Source: an optimization exercise on an open RTL-to-GDS flow (aim: small area and a short achievable clock period). Production flows keep margins and buffers that such runs may drop. Power and IR drop assume default switching activity.

==> flow/design.v <==
package trace_pkg;
    localparam int TRACE_W   = 102;
    localparam int WDATA_LSB = 0;
    localparam int WADDR_LSB = 32;
    localparam int WENA_BIT  = 37;
    localparam int INST_LSB  = 38;
    localparam int PC_LSB    = 70;
endpackage
import trace_pkg::*;
module trace_fifo
#(
    parameter int WIDTH = TRACE_W,
    parameter int DEPTH = 16
) (
    input  logic              clk,
    input  logic [DEPTH-1:0]  we,
    input  logic [WIDTH-1:0]  wdata,
    input  logic [DEPTH-1:0]  rsel,
    output logic [WIDTH-1:0]  rdata
);
    logic [WIDTH-1:0] mem [DEPTH];
    always_ff @(posedge clk) begin
        for (int i = 0; i < DEPTH; i++) begin
            if (we[i]) begin
                mem[i] <= wdata;
            end
        end
    end
    always_comb begin
        rdata = '0;
        for (int i = 0; i < DEPTH; i++) begin
            rdata = rdata | (mem[i] & {WIDTH{rsel[i]}});
        end
    end
endmodule
import trace_pkg::*;
module cpu_trace_buffer
#(
    parameter int DEPTH       = 16,
    parameter int MAX_RECORDS = 560
) (
    input  logic        clk,
    input  logic        rst,
    input  logic        trace_en,
    input  logic [31:0] pc,
    input  logic [31:0] inst,
    input  logic        rf_wena,
    input  logic [4:0]  rf_waddr,
    input  logic [31:0] rf_wdata,
    output logic        out_valid,
    input  logic        out_ready,
    output logic [31:0] out_data,
    output logic        out_last,
    output logic        full,
    output logic        empty,
    output logic        overflow,
    output logic [15:0] drop_count,
    output logic [31:0] rec_count,
    output logic        done
);
    localparam int RW = $clog2(MAX_RECORDS + 1);
    logic               w0, w1, w2, nw3;
    logic               hsel, nhold;
    logic               nvalid, nempty, nfull, ndone;
    logic [DEPTH-1:0]   wsel;        
    logic [DEPTH-1:0]   rsel;        
    logic [DEPTH-1:0]   we;
    logic [4:0]         occ;         
    logic [RW-1:0]      rec;
    logic [TRACE_W-1:0] entry_in;
    logic [TRACE_W-1:0] head;
    logic [69:0]        ent;         
    logic               adv, pop, push, drop, accept;
    assign entry_in = {pc, inst, rf_wena, rf_waddr, rf_wdata};
    assign adv    = nvalid || (!nw3 && out_ready);
    assign pop    = nempty && adv;
    assign accept = trace_en && ndone;
    assign push   = accept && (nfull || pop);
    assign drop   = accept && !nfull && !pop;
    assign we = wsel & {DEPTH{nfull || (!nw3 && out_ready)}};
    trace_fifo #(
        .WIDTH (TRACE_W),
        .DEPTH (DEPTH)
    ) u_fifo (
        .clk   (clk),
        .we    (we),
        .wdata (entry_in),
        .rsel  (rsel),
        .rdata (head)
    );
    always_ff @(posedge clk or posedge rst) begin
        if (rst) begin
            wsel   <= DEPTH'(1);
            rsel   <= DEPTH'(1);
            occ    <= '0;
            full   <= 1'b0;
            nfull  <= 1'b1;
            empty  <= 1'b1;
            nempty <= 1'b0;
        end else begin
            if (push) wsel <= {wsel[DEPTH-2:0], wsel[DEPTH-1]};
            if (pop)  rsel <= {rsel[DEPTH-2:0], rsel[DEPTH-1]};
            if (push && !pop) begin
                occ    <= occ + 5'd1;
                empty  <= 1'b0;
                nempty <= 1'b1;
                full   <= (occ == 5'(DEPTH - 1));
                nfull  <= (occ != 5'(DEPTH - 1));
            end else if (pop && !push) begin
                occ    <= occ - 5'd1;
                full   <= 1'b0;
                nfull  <= 1'b1;
                empty  <= (occ == 5'd1);
                nempty <= (occ != 5'd1);
            end
        end
    end
    always_ff @(posedge clk or posedge rst) begin
        if (rst) begin
            rec        <= '0;
            done       <= 1'b0;
            ndone      <= 1'b1;
            overflow   <= 1'b0;
            drop_count <= '0;
        end else begin
            if (push) begin
                rec   <= rec + 1'b1;
                done  <= (rec == RW'(MAX_RECORDS - 1));
                ndone <= (rec != RW'(MAX_RECORDS - 1));
            end
            if (drop) begin
                overflow <= 1'b1;
                if (drop_count != 16'hFFFF) begin
                    drop_count <= drop_count + 16'd1;
                end
            end
        end
    end
    assign rec_count = 32'(rec);
    always_ff @(posedge clk or posedge rst) begin
        if (rst) begin
            out_valid <= 1'b0;
            nvalid    <= 1'b1;
            out_last  <= 1'b0;
            w0    <= 1'b0;
            w1    <= 1'b0;
            w2    <= 1'b0;
            nw3   <= 1'b1;
            hsel  <= 1'b1;
            nhold <= 1'b0;
        end else begin
            if (adv) begin
                out_valid <= nempty;
                nvalid    <= !nempty;
                out_last  <= 1'b0;
                w0    <= nempty;
                nw3   <= 1'b1;
                hsel  <= !nempty;
                nhold <= nempty;
            end else if (out_ready) begin
                out_last <= w2;
                w0    <= 1'b0;
                w1    <= w0;
                w2    <= w1;
                nw3   <= !w2;
                hsel  <= w2;
                nhold <= !w2;
            end
        end
    end
    always_ff @(posedge clk) begin
        if (!nhold) begin
            ent <= head[69:0];
        end
    end
    always_ff @(posedge clk) begin
        if (nvalid || out_ready) begin
            if (hsel)    out_data <= head[PC_LSB +: 32];
            else if (w0) out_data <= ent[INST_LSB +: 32];
            else if (w1) out_data <= {ent[WENA_BIT], 26'b0, ent[WADDR_LSB +: 5]};
            else         out_data <= ent[WDATA_LSB +: 32];
        end
    end
endmodule
export LEC_CHECK = 0
export CAP_MARGIN = 20
export CORE_MARGIN = 2
export CORE_UTILIZATION = 45
export CTS_CLUSTER_DIAMETER = 80
export CTS_CLUSTER_SIZE = 30
export PLACE_DENSITY = 0.6
export SETUP_SLACK_MARGIN = 3.0
export SLEW_MARGIN = 20
create_clock -name core_clock -period 5.5 [get_ports {clk}]
run.sh (not shown) runs the stock make flow with config.mk's settings and CLKGATE_MAP_FILE= SYNTH_SCRIPT=/design/flow/synth_recipe.tcl, a recipe that flattens the netlist after the stock synthesis.
Rerun with:
--- a/flow/design.v
+++ b/flow/design.v
@@ -15,7 +15,8 @@
     input  logic              clk,
     input  logic [DEPTH-1:0]  we,
     input  logic [WIDTH-1:0]  wdata,
-    input  logic [DEPTH-1:0]  rsel,
+    input  logic [DEPTH-1:0]  rsel_lo,
+    input  logic [DEPTH-1:0]  rsel_hi,
     output logic [WIDTH-1:0]  rdata
 );
     logic [WIDTH-1:0] mem [DEPTH];
@@ -26,10 +27,13 @@
             end
         end
     end
+    localparam int LO_W = WIDTH / 2;
     always_comb begin
         rdata = '0;
         for (int i = 0; i < DEPTH; i++) begin
-            rdata = rdata | (mem[i] & {WIDTH{rsel[i]}});
+            rdata[LO_W-1:0]     = rdata[LO_W-1:0] | (mem[i][LO_W-1:0] & {LO_W{rsel_lo[i]}});
+            rdata[WIDTH-1:LO_W] = rdata[WIDTH-1:LO_W] |
+                                  (mem[i][WIDTH-1:LO_W] & {(WIDTH-LO_W){rsel_hi[i]}});
         end
     end
 endmodule
@@ -58,12 +62,13 @@
     output logic [31:0] rec_count,
     output logic        done
 );
-    localparam int RW = $clog2(MAX_RECORDS + 1);
+    localparam int RW = 10;              
     logic               w0, w1, w2, nw3;
     logic               hsel, nhold;
     logic               nvalid, nempty, nfull, ndone;
     logic [DEPTH-1:0]   wsel;        
     logic [DEPTH-1:0]   rsel;        
+    logic [DEPTH-1:0]   rsel2;       
     logic [DEPTH-1:0]   we;
     logic [4:0]         occ;         
     logic [RW-1:0]      rec;
@@ -71,7 +76,10 @@
     logic [TRACE_W-1:0] head;
     logic [69:0]        ent;         
     logic               adv, pop, push, drop, accept;
+    logic [4:0]         occ_inc, occ_dec;
     assign entry_in = {pc, inst, rf_wena, rf_waddr, rf_wdata};
+    assign occ_inc  = occ + 5'd1;
+    assign occ_dec  = occ - 5'd1;
     assign adv    = nvalid || (!nw3 && out_ready);
     assign pop    = nempty && adv;
     assign accept = trace_en && ndone;
@@ -82,16 +90,18 @@
         .WIDTH (TRACE_W),
         .DEPTH (DEPTH)
     ) u_fifo (
-        .clk   (clk),
-        .we    (we),
-        .wdata (entry_in),
-        .rsel  (rsel),
-        .rdata (head)
+        .clk     (clk),
+        .we      (we),
+        .wdata   (entry_in),
+        .rsel_lo (rsel),
+        .rsel_hi (rsel2),
+        .rdata   (head)
     );
     always_ff @(posedge clk or posedge rst) begin
         if (rst) begin
             wsel   <= DEPTH'(1);
             rsel   <= DEPTH'(1);
+            rsel2  <= DEPTH'(1);
             occ    <= '0;
             full   <= 1'b0;
             nfull  <= 1'b1;
@@ -99,15 +109,18 @@
             nempty <= 1'b0;
         end else begin
             if (push) wsel <= {wsel[DEPTH-2:0], wsel[DEPTH-1]};
-            if (pop)  rsel <= {rsel[DEPTH-2:0], rsel[DEPTH-1]};
+            if (pop) begin
+                rsel  <= {rsel[DEPTH-2:0], rsel[DEPTH-1]};
+                rsel2 <= {rsel2[DEPTH-2:0], rsel2[DEPTH-1]};
+            end
             if (push && !pop) begin
-                occ    <= occ + 5'd1;
+                occ    <= occ_inc;
                 empty  <= 1'b0;
                 nempty <= 1'b1;
                 full   <= (occ == 5'(DEPTH - 1));
                 nfull  <= (occ != 5'(DEPTH - 1));
             end else if (pop && !push) begin
-                occ    <= occ - 5'd1;
+                occ    <= occ_dec;
                 full   <= 1'b0;
                 nfull  <= 1'b1;
                 empty  <= (occ == 5'd1);
@@ -175,10 +188,10 @@
     end
     always_ff @(posedge clk) begin
         if (nvalid || out_ready) begin
-            if (hsel)    out_data <= head[PC_LSB +: 32];
-            else if (w0) out_data <= ent[INST_LSB +: 32];
-            else if (w1) out_data <= {ent[WENA_BIT], 26'b0, ent[WADDR_LSB +: 5]};
-            else         out_data <= ent[WDATA_LSB +: 32];
+            out_data <= ({32{hsel}} & head[PC_LSB +: 32])
+                      | ({32{w0}}   & ent[INST_LSB +: 32])
+                      | ({32{w1}}   & {ent[WENA_BIT], 26'b0, ent[WADDR_LSB +: 5]})
+                      | ({32{w2}}   & ent[WDATA_LSB +: 32]);
         end
     end
 endmodule
=> Global-route usage is lower by 0.18 points. Via count is lower by 0.85%. Fmax goes down by 1.6%. Power rises by 6.6%. Synthesized cell count decreases by 2.8%. Count of clock-buffer cells in the layout is higher by 8. First-iteration DRC count decreases by 12%. Wire length shrinks by 1.4%.
No functional check of the RTL was part of any run of this note.

* * *

cpu_trace_buffer, a different RTL version from the one above (not shown whole).
Size: roughly 3300 cells after synthesis, roughly 1800 flip-flops, roughly 65000 um^2 of cells after synthesis.
==> module cpu_trace_buffer, before the edit <==
module cpu_trace_buffer
#(
    parameter int DEPTH       = 16,
    parameter int MAX_RECORDS = 560
) (
    input  logic        clk,
    input  logic        rst,
    input  logic        trace_en,
    input  logic [31:0] pc,
    input  logic [31:0] inst,
    input  logic        rf_wena,
    input  logic [4:0]  rf_waddr,
    input  logic [31:0] rf_wdata,
    output logic        out_valid,
    input  logic        out_ready,
    output logic [31:0] out_data,
    output logic        out_last,
    output logic        full,
    output logic        empty,
    output logic        overflow,
    output logic [15:0] drop_count,
    output logic [31:0] rec_count,
    output logic        done
);
    localparam int RW = $clog2(MAX_RECORDS + 1);
    logic               w0, w1, w2, w3;
    logic               hsel, nhold;
    logic [DEPTH-1:0]   wsel;        
    logic [DEPTH-1:0]   rsel;        
    logic [DEPTH-1:0]   we;
    logic [4:0]         occ;         
    logic [RW-1:0]      rec;
    logic [TRACE_W-1:0] entry_in;
    logic [TRACE_W-1:0] head;
    logic [69:0]        ent;         
    logic               pop, push, drop, accept;
    assign entry_in = {pc, inst, rf_wena, rf_waddr, rf_wdata};
    assign pop    = !empty && (!out_valid || (w3 && out_ready));
    assign accept = trace_en && !done;
    assign push   = accept && (!full || pop);
    assign drop   = accept && full && !pop;
    assign we = wsel & {DEPTH{!full || (w3 && out_ready)}};
    trace_fifo #(
        .WIDTH (TRACE_W),
        .DEPTH (DEPTH)
    ) u_fifo (
        .clk   (clk),
        .we    (we),
        .wdata (entry_in),
        .rsel  (rsel),
        .rdata (head)
    );
    always_ff @(posedge clk or posedge rst) begin
        if (rst) begin
            wsel <= DEPTH'(1);
            rsel <= DEPTH'(1);
            occ  <= '0;
            full  <= 1'b0;
            empty <= 1'b1;
        end else begin
            if (push) wsel <= {wsel[DEPTH-2:0], wsel[DEPTH-1]};
            if (pop)  rsel <= {rsel[DEPTH-2:0], rsel[DEPTH-1]};
            if (push && !pop) begin
                occ   <= occ + 5'd1;
                empty <= 1'b0;
                full  <= (occ == 5'(DEPTH - 1));
            end else if (pop && !push) begin
                occ   <= occ - 5'd1;
                full  <= 1'b0;
                empty <= (occ == 5'd1);
            end
        end
    end
    always_ff @(posedge clk or posedge rst) begin
        if (rst) begin
            rec        <= '0;
            done       <= 1'b0;
            overflow   <= 1'b0;
            drop_count <= '0;
        end else begin
            if (push) begin
                rec  <= rec + 1'b1;
                done <= (rec == RW'(MAX_RECORDS - 1));
            end
            if (drop) begin
                overflow <= 1'b1;
                if (drop_count != 16'hFFFF) begin
                    drop_count <= drop_count + 16'd1;
                end
            end
        end
    end
    assign rec_count = 32'(rec);
    always_ff @(posedge clk or posedge rst) begin
        if (rst) begin
            out_valid <= 1'b0;
            w0    <= 1'b0;
            w1    <= 1'b0;
            w2    <= 1'b0;
            w3    <= 1'b0;
            hsel  <= 1'b1;
            nhold <= 1'b0;
        end else begin
            if (!out_valid || (w3 && out_ready)) begin
                out_valid <= !empty;
                w0    <= !empty;
                w3    <= 1'b0;
                hsel  <= empty;
                nhold <= !empty;
            end else if (out_ready) begin
                w0    <= 1'b0;
                w1    <= w0;
                w2    <= w1;
                w3    <= w2;
                hsel  <= w2;
                nhold <= !w2;
            end
        end
    end
    assign out_last = w3;
    always_ff @(posedge clk) begin
        if (!nhold) begin
            ent <= head[69:0];
        end
    end
    always_ff @(posedge clk) begin
        if (!out_valid || out_ready) begin
            if (hsel)             out_data <= head[PC_LSB +: 32];
            else if (w0)          out_data <= ent[INST_LSB +: 32];
            else if (w1)          out_data <= {ent[WENA_BIT], 26'b0, ent[WADDR_LSB +: 5]};
            else                  out_data <= ent[WDATA_LSB +: 32];
        end
    end
endmodule
clock: 5.5 ns
lec_check: 0
cap_margin: 20
core_margin: 2
core_utilization: 45
place_density: 0.6
setup_slack_margin: 3.0
slew_margin: 20
Then changed:
--- a/flow/design.v
+++ b/flow/design.v
@@ -58,11 +58,10 @@
     output logic [31:0] rec_count,
     output logic        done
 );
     localparam int RW = $clog2(MAX_RECORDS + 1);
     logic               w0, w1, w2, w3;
-    logic               hsel, nhold;
     logic [DEPTH-1:0]   wsel;        
     logic [DEPTH-1:0]   rsel;        
     logic [DEPTH-1:0]   we;
     logic [4:0]         occ;         
     logic [RW-1:0]      rec;
@@ -128,42 +127,36 @@
     end
     assign rec_count = 32'(rec);
     always_ff @(posedge clk or posedge rst) begin
         if (rst) begin
             out_valid <= 1'b0;
-            w0    <= 1'b0;
-            w1    <= 1'b0;
-            w2    <= 1'b0;
-            w3    <= 1'b0;
-            hsel  <= 1'b1;
-            nhold <= 1'b0;
+            w0 <= 1'b0;
+            w1 <= 1'b0;
+            w2 <= 1'b0;
+            w3 <= 1'b0;
         end else begin
             if (!out_valid || (w3 && out_ready)) begin
                 out_valid <= !empty;
-                w0    <= !empty;
-                w3    <= 1'b0;
-                hsel  <= empty;
-                nhold <= !empty;
+                w0 <= !empty;
+                w3 <= 1'b0;
             end else if (out_ready) begin
-                w0    <= 1'b0;
-                w1    <= w0;
-                w2    <= w1;
-                w3    <= w2;
-                hsel  <= w2;
-                nhold <= !w2;
+                w0 <= 1'b0;
+                w1 <= w0;
+                w2 <= w1;
+                w3 <= w2;
             end
         end
     end
     assign out_last = w3;
     always_ff @(posedge clk) begin
-        if (!nhold) begin
+        if (!out_valid || w3) begin
             ent <= head[69:0];
         end
     end
     always_ff @(posedge clk) begin
         if (!out_valid || out_ready) begin
-            if (hsel)             out_data <= head[PC_LSB +: 32];
+            if (!out_valid || w3) out_data <= head[PC_LSB +: 32];
             else if (w0)          out_data <= ent[INST_LSB +: 32];
             else if (w1)          out_data <= {ent[WENA_BIT], 26'b0, ent[WADDR_LSB +: 5]};
             else                  out_data <= ent[WDATA_LSB +: 32];
         end
     end
Effect:
- worst setup slack degrades by 0.050 ns
- count of clock-buffer cells in the layout does not change
- critical path depth is higher by 4
- design area is about the same
- wire length came out lower by 5.8%
- final cell count decreases by 1.0%
No run of this note included a check of the RTL's function; only the layout flow was run.

-- re-timing with driven ports --
How much do the figures lean on ideal ports? The routed layouts below were timed once more, with nothing changed but the port constraints. Step 1 sets driving cells, clkbuf_16 on the clock port and buf_2 on the other inputs (assumed; they add their load-dependent delay and slew). Step 2 adds t to the input delays and takes it off the output delays; t is the mean of the earliest and latest rising clock arrival at the registers after step 1. Input paths then give back, and output paths get back, about the clock's delay inside the block. Slacks: ideal / step 1 / step 2; pairs: ideal / step 1.
| run | shift t [ns] | slack for setup (ns) | worst setup path after step 2 |
|---|---|---|---|
| the first run of note 1 | 0.765 | 2.958 / 2.913 / 2.213 | input to register |
| the second run of note 1 | 0.780 | 2.916 / 2.840 / 2.234 | input to register |
| the first run of note 2 | 0.891 | 2.943 / 2.850 / 2.253 | input to register |
| the second run of note 2 | 0.875 | 2.893 / 2.864 / 2.171 | input to register |
After both steps setup and hold are still met in every run listed. For the first run of note 1, which loses most, drivers alone change the setup slack by -0.045 ns; drivers and shift together by -0.745 ns.
